This design comes from an exercise in tuning for small area, a short achievable clock period and few clock cycles per item on the open sky130 flow, not from production work.
For this run, only the layout was checked, not whether the RTL still works.
Power figures rest on the tool's default switching activity, not on a simulated workload.

==> flow/design.v <==
`default_nettype none
package art_pkg;
   localparam int OP_W        = 2;
   localparam int SEQ_W       = 16;
   localparam int KIND_W      = 4;
   localparam int SLOT_W      = 4;
   localparam int RETRY_W     = 8;
   localparam int AGE_W       = 16;
   localparam int CSR_INDEX_W = 4;
   localparam int CSR_DATA_W  = 16;
   localparam int SLOTS_DEFAULT = 16;
   localparam logic [OP_W-1:0] OP_SEND    = 2'd0;
   localparam logic [OP_W-1:0] OP_CONFIRM = 2'd1;
   localparam logic [OP_W-1:0] OP_TICK    = 2'd2;
   localparam logic [OP_W-1:0] OP_UNUSED  = 2'd3;
   localparam logic [KIND_W-1:0] KIND_ACCEPTED   = 4'd0;
   localparam logic [KIND_W-1:0] KIND_FULL       = 4'd1;
   localparam logic [KIND_W-1:0] KIND_CONFIRMED  = 4'd2;
   localparam logic [KIND_W-1:0] KIND_UNMATCHED  = 4'd3;
   localparam logic [KIND_W-1:0] KIND_RETRANSMIT = 4'd4;
   localparam logic [KIND_W-1:0] KIND_BYE_DONE   = 4'd5;
   localparam logic [KIND_W-1:0] KIND_BYE_FAILED = 4'd6;
   localparam logic [KIND_W-1:0] KIND_SCAN_DONE  = 4'd7;
   localparam logic [KIND_W-1:0] KIND_HALTED     = 4'd8;
   localparam logic [CSR_INDEX_W-1:0] CSR_TIMEOUT_TICKS = 4'd0;
   localparam logic [CSR_INDEX_W-1:0] CSR_MAX_RETRIES   = 4'd1;
   localparam logic [AGE_W-1:0]       TIMEOUT_RESET     = 16'd250;
   localparam logic [RETRY_W-1:0]     MAX_RETRIES_RESET = 8'd3;
   typedef struct packed {
      logic [KIND_W-1:0]  kind;
      logic [SLOT_W-1:0]  slot;
      logic [SEQ_W-1:0]   seq_out;
      logic [RETRY_W-1:0] retry_count;
      logic               last;
   } result_type;
endpackage
`default_nettype wire
`default_nettype none
module ack_retransmit_tracker #(
   parameter int SLOTS = art_pkg::SLOTS_DEFAULT
) (
   input  wire logic                   clock,
   input  wire logic                   reset,
   input  wire logic                   req_valid,
   output wire logic                   req_ready,
   input  wire logic [art_pkg::OP_W-1:0]        req_op,
   input  wire logic [art_pkg::SEQ_W-1:0]       req_seq,
   input  wire logic                   req_is_bye,
   output wire logic                   rsp_valid,
   input  wire logic                   rsp_ready,
   output wire logic [art_pkg::KIND_W-1:0]      rsp_kind,
   output wire logic [art_pkg::SLOT_W-1:0]      rsp_slot,
   output wire logic [art_pkg::SEQ_W-1:0]       rsp_seq_out,
   output wire logic [art_pkg::RETRY_W-1:0]     rsp_retry_count,
   output wire logic                   rsp_last,
   input  wire logic                   csr_valid,
   output wire logic                   csr_ready,
   input  wire logic [art_pkg::CSR_INDEX_W-1:0] csr_index,
   input  wire logic [art_pkg::CSR_DATA_W-1:0]  csr_data
);
   localparam int IW = (SLOTS > 1) ? $clog2(SLOTS) : 1;
   localparam int SW = art_pkg::SEQ_W;
   localparam int AW = art_pkg::AGE_W;
   localparam int RW = art_pkg::RETRY_W;
   logic               rq_v;
   logic [art_pkg::OP_W-1:0] rq_op;
   logic [SW-1:0]      rq_seq;
   logic               rq_bye;
   logic [AW-1:0]      tm1_ff;
   logic               tz_ff;
   logic [RW-1:0]      max_ff;
   logic [SLOTS-1:0]   pend_ff, acked_ff, byef_ff;
   logic [SW-1:0]      seq_ff [SLOTS];
   logic [AW-1:0]      age_ff [SLOTS];
   logic [RW-1:0]      ret_ff [SLOTS];
   logic               halted_ff;
   logic               tk_ff;
   logic [SLOTS-1:0]   rm_ff;
   logic               tkbye_ff;
   logic [IW-1:0]      tkslot_ff;
   logic               tkdone_ff;
   logic               rsp_valid_ff;
   art_pkg::result_type rsp_ff;
   logic free;
   assign free = !rsp_valid_ff || rsp_ready;
   logic [SLOTS-1:0] due, exh, byehit, nobye, rmask, freev, match;
   always_comb begin
      for (int i = 0; i < SLOTS; i++) begin
         due[i]    = tz_ff || (age_ff[i] >= tm1_ff);
         exh[i]    = ret_ff[i] >= max_ff;
         byehit[i] = byef_ff[i] && (acked_ff[i] || (pend_ff[i] && exh[i]));
         freev[i]  = !pend_ff[i];
         match[i]  = pend_ff[i] && (seq_ff[i] == rq_seq);
      end
      nobye[0] = !byehit[0];
      for (int i = 1; i < SLOTS; i++) nobye[i] = nobye[i-1] && !byehit[i];
      for (int i = 0; i < SLOTS; i++) rmask[i] = pend_ff[i] && due[i] && !exh[i] && nobye[i];
   end
   function automatic logic [SLOTS-1:0] lowest(input logic [SLOTS-1:0] v);
      logic seen;
      seen = 1'b0;
      for (int i = 0; i < SLOTS; i++) begin
         lowest[i] = v[i] && !seen;
         seen      = seen || v[i];
      end
   endfunction
   function automatic logic [IW-1:0] enc(input logic [SLOTS-1:0] oh);
      enc = '0;
      for (int i = 0; i < SLOTS; i++) if (oh[i]) enc = enc | IW'(i);
   endfunction
   logic [SLOTS-1:0] free1, match1, rm1, bye1, rmsrc, rmrest;
   logic             start, consume, emit;
   logic             tk_start;
   art_pkg::result_type res;
   logic [SLOTS-1:0] sel;          
   logic [SW-1:0]    sel_seq;
   logic [RW-1:0]    sel_ret;
   logic             ret_we;        
   logic             send_we, conf_we;
   assign free1  = lowest(freev);
   assign match1 = lowest(match);
   assign bye1   = lowest(byehit);
   assign rmsrc  = tk_ff ? rm_ff : rmask;
   assign rm1    = lowest(rmsrc);
   assign rmrest = rmsrc & ~rm1;
   always_comb begin
      sel_seq = '0;
      sel_ret = '0;
      for (int i = 0; i < SLOTS; i++) begin
         if (sel[i]) begin
            sel_seq = sel_seq | seq_ff[i];
            sel_ret = sel_ret | ret_ff[i];
         end
      end
   end
   always_comb begin
      res      = '0;
      emit     = 1'b0;
      consume  = 1'b0;
      tk_start = 1'b0;
      ret_we   = 1'b0;
      send_we  = 1'b0;
      conf_we  = 1'b0;
      sel      = '0;
      if (tk_ff) begin
         if (rm_ff != '0) begin
            sel             = rm1;
            res.kind        = art_pkg::KIND_RETRANSMIT;
            res.slot        = enc(rm1);
            res.seq_out     = sel_seq;
            res.retry_count = sel_ret + RW'(1);
            ret_we          = free;
         end else begin
            res.last = 1'b1;
            if (tkbye_ff) begin
               sel             = SLOTS'(1) << tkslot_ff;
               res.kind        = tkdone_ff ? art_pkg::KIND_BYE_DONE : art_pkg::KIND_BYE_FAILED;
               res.slot        = tkslot_ff;
               res.seq_out     = sel_seq;
               res.retry_count = sel_ret;
            end else begin
               res.kind = art_pkg::KIND_SCAN_DONE;
            end
            consume = free;
         end
         emit = free;
      end else if (rq_v) begin
         if (halted_ff) begin
            res.kind = art_pkg::KIND_HALTED;
            res.last = 1'b1;
            emit     = free;
            consume  = free;
         end else begin
            unique case (rq_op)
               art_pkg::OP_SEND: begin
                  res.seq_out = rq_seq;
                  res.last    = 1'b1;
                  if (free1 != '0) begin
                     res.kind = art_pkg::KIND_ACCEPTED;
                     res.slot = enc(free1);
                     send_we  = free;
                  end else begin
                     res.kind = art_pkg::KIND_FULL;
                  end
                  emit    = free;
                  consume = free;
               end
               art_pkg::OP_CONFIRM: begin
                  res.seq_out = rq_seq;
                  res.last    = 1'b1;
                  sel         = match1;
                  if (match1 != '0) begin
                     res.kind        = art_pkg::KIND_CONFIRMED;
                     res.slot        = enc(match1);
                     res.retry_count = sel_ret;
                     conf_we         = free;
                  end else begin
                     res.kind = art_pkg::KIND_UNMATCHED;
                  end
                  emit    = free;
                  consume = free;
               end
               art_pkg::OP_TICK: begin
                  tk_start = free;
                  emit     = free;
                  if (rmask != '0) begin
                     sel             = rm1;
                     res.kind        = art_pkg::KIND_RETRANSMIT;
                     res.slot        = enc(rm1);
                     res.seq_out     = sel_seq;
                     res.retry_count = sel_ret + RW'(1);
                     ret_we          = free;
                  end else begin
                     res.last = 1'b1;
                     if (byehit != '0) begin
                        sel             = bye1;
                        res.kind        = acked_ff[enc(bye1)] ? art_pkg::KIND_BYE_DONE
                                                              : art_pkg::KIND_BYE_FAILED;
                        res.slot        = enc(bye1);
                        res.seq_out     = sel_seq;
                        res.retry_count = sel_ret;
                     end else begin
                        res.kind = art_pkg::KIND_SCAN_DONE;
                     end
                     consume = free;
                  end
               end
               default: begin
                  consume = 1'b1;
               end
            endcase
         end
      end
   end
   assign req_ready = !rq_v || consume;
   assign csr_ready = !reset;
   always_ff @(posedge clock) begin
      if (reset) begin
         rq_v         <= 1'b0;
         tk_ff        <= 1'b0;
         rsp_valid_ff <= 1'b0;
         halted_ff    <= 1'b0;
         pend_ff      <= '0;
         acked_ff     <= '0;
         tm1_ff       <= art_pkg::TIMEOUT_RESET - AW'(1);
         tz_ff        <= 1'b0;
         max_ff       <= art_pkg::MAX_RETRIES_RESET;
      end else begin
         if (req_valid && req_ready) rq_v <= 1'b1;
         else if (consume)           rq_v <= 1'b0;
         if (emit)           rsp_valid_ff <= 1'b1;
         else if (rsp_ready) rsp_valid_ff <= 1'b0;
         if (csr_valid) begin
            if (csr_index == art_pkg::CSR_TIMEOUT_TICKS) begin
               tm1_ff <= csr_data - AW'(1);
               tz_ff  <= (csr_data == '0);
            end else if (csr_index == art_pkg::CSR_MAX_RETRIES) begin
               max_ff <= csr_data[RW-1:0];
            end
         end
         if (tk_start) begin
            tk_ff <= 1'b1;
            if (rmask == '0) tk_ff <= 1'b0;
            if (byehit != '0) halted_ff <= 1'b1;
         end else if (tk_ff && consume) begin
            tk_ff <= 1'b0;
         end
         for (int i = 0; i < SLOTS; i++) begin
            if (send_we && free1[i]) begin
               pend_ff[i]  <= 1'b1;
               acked_ff[i] <= 1'b0;
            end
            if (conf_we && match1[i]) begin
               pend_ff[i]  <= 1'b0;
               acked_ff[i] <= 1'b1;
            end
         end
      end
   end
   always_ff @(posedge clock) begin
      if (req_valid && req_ready) begin
         rq_op  <= req_op;
         rq_seq <= req_seq;
         rq_bye <= req_is_bye;
      end
      if (emit) rsp_ff <= res;
      if (tk_start || (tk_ff && emit)) rm_ff <= rmrest;
      if (tk_start) begin
         tkbye_ff  <= (byehit != '0);
         tkslot_ff <= enc(bye1);
         tkdone_ff <= acked_ff[enc(bye1)];
      end
      for (int i = 0; i < SLOTS; i++) begin
         if (send_we && free1[i]) begin
            byef_ff[i] <= rq_bye;
            seq_ff[i]  <= rq_seq;
            age_ff[i]  <= '0;
            ret_ff[i]  <= '0;
         end
         if (tk_start && pend_ff[i] && nobye[i]) begin
            if (rmask[i])                  age_ff[i] <= '0;
            else if (age_ff[i] != '1)      age_ff[i] <= age_ff[i] + AW'(1);
         end
         if (ret_we && sel[i]) ret_ff[i] <= sel_ret + RW'(1);
      end
   end
   assign rsp_valid       = rsp_valid_ff;
   assign rsp_kind        = rsp_ff.kind;
   assign rsp_slot        = rsp_ff.slot;
   assign rsp_seq_out     = rsp_ff.seq_out;
   assign rsp_retry_count = rsp_ff.retry_count;
   assign rsp_last        = rsp_ff.last;
endmodule
`default_nettype wire
==> flow/run.sh <==
#!/bin/bash
# synth_recipe.tcl (not shown) runs the flow's synth.tcl, then flattens the netlist and writes it again
# the make line also repeats each setting of config.mk as NAME=value (left out here)
make -C /OpenROAD-flow-scripts/flow DESIGN_CONFIG=/design/flow/config.mk WORK_HOME=/design/flow/orfs CLKGATE_MAP_FILE= SYNTH_SCRIPT=/design/flow/synth_recipe.tcl finish
==> flow/config.mk <==
export PLATFORM = sky130hd
export DESIGN_NAME = ack_retransmit_tracker
export DESIGN_NICKNAME = ack_retransmit_tracker
export VERILOG_FILES = /design/flow/design.v
export SDC_FILE = /design/flow/constraint.sdc
export NUM_CORES = 4
export LEC_CHECK = 0
export CAP_MARGIN = 20
export CORE_MARGIN = 2
export CORE_UTILIZATION = 40
export PLACE_DENSITY = 0.6
export SLEW_MARGIN = 20
==> flow/constraint.sdc <==
create_clock -name core_clock -period 7.0 [get_ports {clock}]
set_input_delay 1.4000 -clock core_clock [delete_from_list [all_inputs] [get_ports {clock}]]
set_output_delay 1.4000 -clock core_clock [all_outputs]
set_load 0.01 [all_outputs]
==> run notes <==
clk sink count 790; leakage power about 22 nW; skew final 0.08700 ns; Critical Setup Path Class flop to primary output; Fin. Hold Viols 0; Synth Register Bits 790; Finish-stage setup viols 0; WP buf/inv 4; WL final 204,700 um; slew at the pin closest to its max-slew limit 1.210 ns; part of the Yosys area used for sequential elements 41.50%; HPWL Detailed ~160,000 um; Worst setup SP type flop; ys flop type edfxtp_1; clock tree buffer depth 3; power per cell area between 150 and 200 nW/um^2; first-pass iteration count of the detailed router 8; Vias 46,381; pin count of the biggest net entering global routing 39; Max Clock Freq between 100 and 150 MHz; Crit. End Element primary output; initial core utilization approximately two fifths; layout overhead on the synthesized area 17.39%; gr ovfl total 0; Die ar. 126,600 sq um; Peak VDD IR 0.2038 mV; CP Data Arrival Time 5.46 ns; syn_area_per_cell around 9.3 sq um; max cap viols 0; row cnt 129; area of placed instances 54,490 sq um; CTS tree yes; final design utilization 47.14%; Total Power between 0.01 and 0.015 W; CP delay by family, top simple AND/OR/NAND/NOR gates; core outline area 123,300 sq um; initial DRC count 5,921; Vias/cell 6.283; CP Max Fanout 10; DRC 0; EDFF count, synth ~470; hold-fix buffers at CTS 0; Vert. Die Dim around 360 um; nets 6,119; Net Count, Synth 5,760; post-layout min period 6.860 ns; WL/cell approximately 28 um; layout cell share with drive strength beyond 1 10.95%; CTS root buffer clkbuf_16; H-tree depth 3; Die W 355.8 um; Synth Cell Area 49,520 sq um; Port Buffers 79; initial antenna violation count 11; Placer Congestion 1.102; All-Layer GR Usage approximately a third; IO Pins 80; Crit path required time 5.60 ns; status complete, no violations; Place WS 0.2502 ns; design area around 58,000 sq um; critical path's largest stage delay between 0.5 and 0.6 ns; post-route setup slack 0.1395 ns; reg2reg setup slack 0.42 ns; cell breakdown of the critical path clkinvlp_4 > buf_4 > ha_1 > nand3_1 > nor3_1 > a221o_1 > nor2_1 > nand4_1 > a21boi_1 > nand4_1 > nor2_1 > nor4_2 > o21ai_0 > o21ai_1 > buf_4 > nand2_1 > clkdlybuf4s50_1; via count of the first global-routing pass around 43,000; final std cells w/o fill 7,382; Relative slew margins about 19%; Yosys warning total 4; global-route wire length before repair roughly 290,000 um; Detail Route Antenna Nets 0; total CTS buffers 94; Critical Path Slowest Stage Cell clkdlybuf4s50_1; cells after synthesis 5,310; Post-synth ARST share 0%; synth unique cells 100; Filler cells between 10,000 and 15,000; min-delay worst type flop to flop; clock latency on the worst-skew pair between 0.7 and 0.8 ns; placed cell count slightly above 7,000; Worst-path clk slew around 0.060 ns; Slew Viols, Final 0; final worst-path cycle share 98.01%
per-stage QoR:
stage,hold slack (ns),TNS (ns)
detailed placement,0.4750,0
global route,0.5071,-0.05994
finish,0.4875,0
floorplan,0.4395,0
CTS,0.4872,0
global placement,0.4666,0
kinds of logic (layout without fill, tap and decap cells):
| family | Yosys count | in the layout | share of synthesized area (%) |
|---|---|---|---|
| AND/OR/NAND/NOR | 1879 | 1879 | 19.16 |
| flip-flops | 790 | 790 | 41.50 |
| buffers and inverters | 410 | 843 | 3.335 |
| AO/OA/AOI/OAI | 1522 | 1522 | 20.26 |
| multiplexers | 27 | 27 | 0.5483 |
| adder cells (fa/ha/maj) | 406 | 406 | 10.26 |
| other | 0 | 2 | 0 |
| XOR/XNOR | 276 | 276 | 4.942 |
cell usage in the layout (no fill, tap or decap), types with 24 or more instances in the layout:
| cell | netlist | final |
|---|---|---|
| nor4_1 | 76 | 73 |
| a221oi_1 | 30 | 29 |
| edfxtp_1 | 473 | 473 |
| nand2_1 | 487 | 487 |
| buf_4 | 10 | 348 |
| inv_1 | 219 | 210 |
| and3_1 | 195 | 194 |
| or3_1 | 28 | 28 |
| mux2i_1 | 26 | 25 |
| nand4_1 | 113 | 113 |
| xnor2_1 | 162 | 162 |
| a22o_1 | 146 | 146 |
| nor3_1 | 68 | 67 |
| or4_1 | 27 | 27 |
| o211ai_1 | 34 | 34 |
| a31oi_1 | 40 | 39 |
| ha_1 | 406 | 406 |
| a211oi_1 | 55 | 54 |
| or2_2 | 28 | 28 |
| nor2b_1 | 42 | 42 |
| nor2_1 | 375 | 373 |
| nand3_1 | 255 | 255 |
| xor2_1 | 110 | 110 |
| o21a_1 | 24 | 24 |
| o21ai_0 | 474 | 467 |
| a22oi_1 | 81 | 80 |
| and2_1 | 30 | 30 |
| a21o_1 | 33 | 33 |
| clkbuf_16 | 0 | 96 |
| o31ai_1 | 42 | 41 |
| clkdlybuf4s50_1 | 0 | 78 |
| dfxtp_1 | 317 | 317 |
| a21oi_1 | 312 | 304 |
| nand2b_1 | 57 | 57 |
synth_stat cells, types with 30 or more instances:
cell	n	area share (%)
a221oi_1	30	0.53
a21o_1	33	0.50
nor3_1	68	0.69
o31ai_1	42	0.64
nand3_1	255	2.6
o211ai_1	34	0.52
a211oi_1	55	0.83
a31oi_1	40	0.51
xor2_1	110	1.9
inv_1	219	1.7
nor2b_1	42	0.53
xnor2_1	162	2.9
edfxtp_1	473	29
a21oi_1	312	3.2
and3_1	195	2.5
clkbuf_1	131	0.99
nand4_1	113	1.4
ha_1	406	10
and2_1	30	0.38
dfxtp_1	317	13
nor2_1	375	2.8
a22o_1	146	2.6
o21ai_0	474	4.8
a22oi_1	81	1.2
nor4_1	76	0.96
buf_2	36	0.36
nand2b_1	57	0.72
nand2_1	487	3.7
worst min-delay path, delay by kind of cell, from the launching register on:
| kind | cells | cell delay (ns) |
|---|---|---|
| DFF | 1 | 0.33 |
| AOI/OAI and AO/OA | 1 | 0.05 |
| and+or+nand+nor | 1 | 0.06 |
worst paths after layout:
kind | start | endpoint | cells past startpoint
hold reg to reg | acked_ff[14] | acked_ff[14] | 2
hold / removal | acked_ff[14] | acked_ff[14] | 2
setup / recovery | max_ff[6] | req_ready | 17
setup reg to reg | max_ff[6] | rsp_ff[2] | 22
sequential cells by signal, indices dropped and copies added (netlist names):
register      cells
max_ff            8
age_ff          256
tkslot_ff         4
rq_op             2
rm_ff            15
seq_ff          256
tz_ff             1
tk_ff             1
ret_ff          128
rq_seq           16
rsp_ff           33
pend_ff          16
rq_bye            1
rsp_valid_ff      1
acked_ff         16
byef_ff          16
tkdone_ff         1
halted_ff         1
tm1_ff           16
tkbye_ff          1
rq_v              1
per-layer routing:
metal  track usage (%)  routed length, um
met5                 0                 75
met2             47.36              87350
met1             43.59              86990
met4             14.46              10400
met3             6.090              19870
what timing repair did:
item,4_1_cts,5_1_grt
setup endpoints to repair,1,1
pin swaps,1,4
cloned,0,0
buffers inserted,8,13
gates resized for setup,20,19
where the power goes:
| group | internal [W] | switching, W | leakage [nW] |
|---|---|---|---|
| logic | 0.000190 | 0.000322 | 13.9 |
| registers | 0.00495 | 0.0000497 | 6.56 |
| clock network | 0.00303 | 0.00222 | 1.59 |
final cells by class:
class | instances | area (sq um) | area share, %
Timing Repair Buffer | 452 | 3885 | 6.683
Sequential cell | 790 | 20550 | 35.35
Antenna cell | 2 | 5.005 | 0.008610
Multi-Input combinational cell | 4110 | 27510 | 47.32
Tap cell | 1637 | 2048 | 3.524
Clock inverter | 52 | 708.2 | 1.218
Clock buffer | 118 | 2565 | 4.413
Inverter | 221 | 859.6 | 1.479

-- static timing again, ports no longer ideal --
In the flow no input, the clock included, has a driving cell. The finished layout below was timed again as built, in two steps. Step 1, drivers: a clkbuf_16 drives clock and a buf_2 each remaining input, both assumed. Step 2 adds t to the input delays and takes it off the output delays; t is the mean of the earliest and latest rising clock arrival at the registers after step 1. Input paths then give back, and output paths get back, about the clock's delay inside the block. a / b / c = ideal / step 1 / step 2; a / b = the first two.
t (ns): 0.795
setup slack, ns: 0.140 / 0.066 / 0.421
hold WS [ns]: 0.488 / 0.488 / 0.488
worst setup path after step 2: register to register
After both steps setup and hold are still met in this run. For this run, drivers alone change the setup slack by -0.074 ns; drivers and shift together by +0.281 ns.
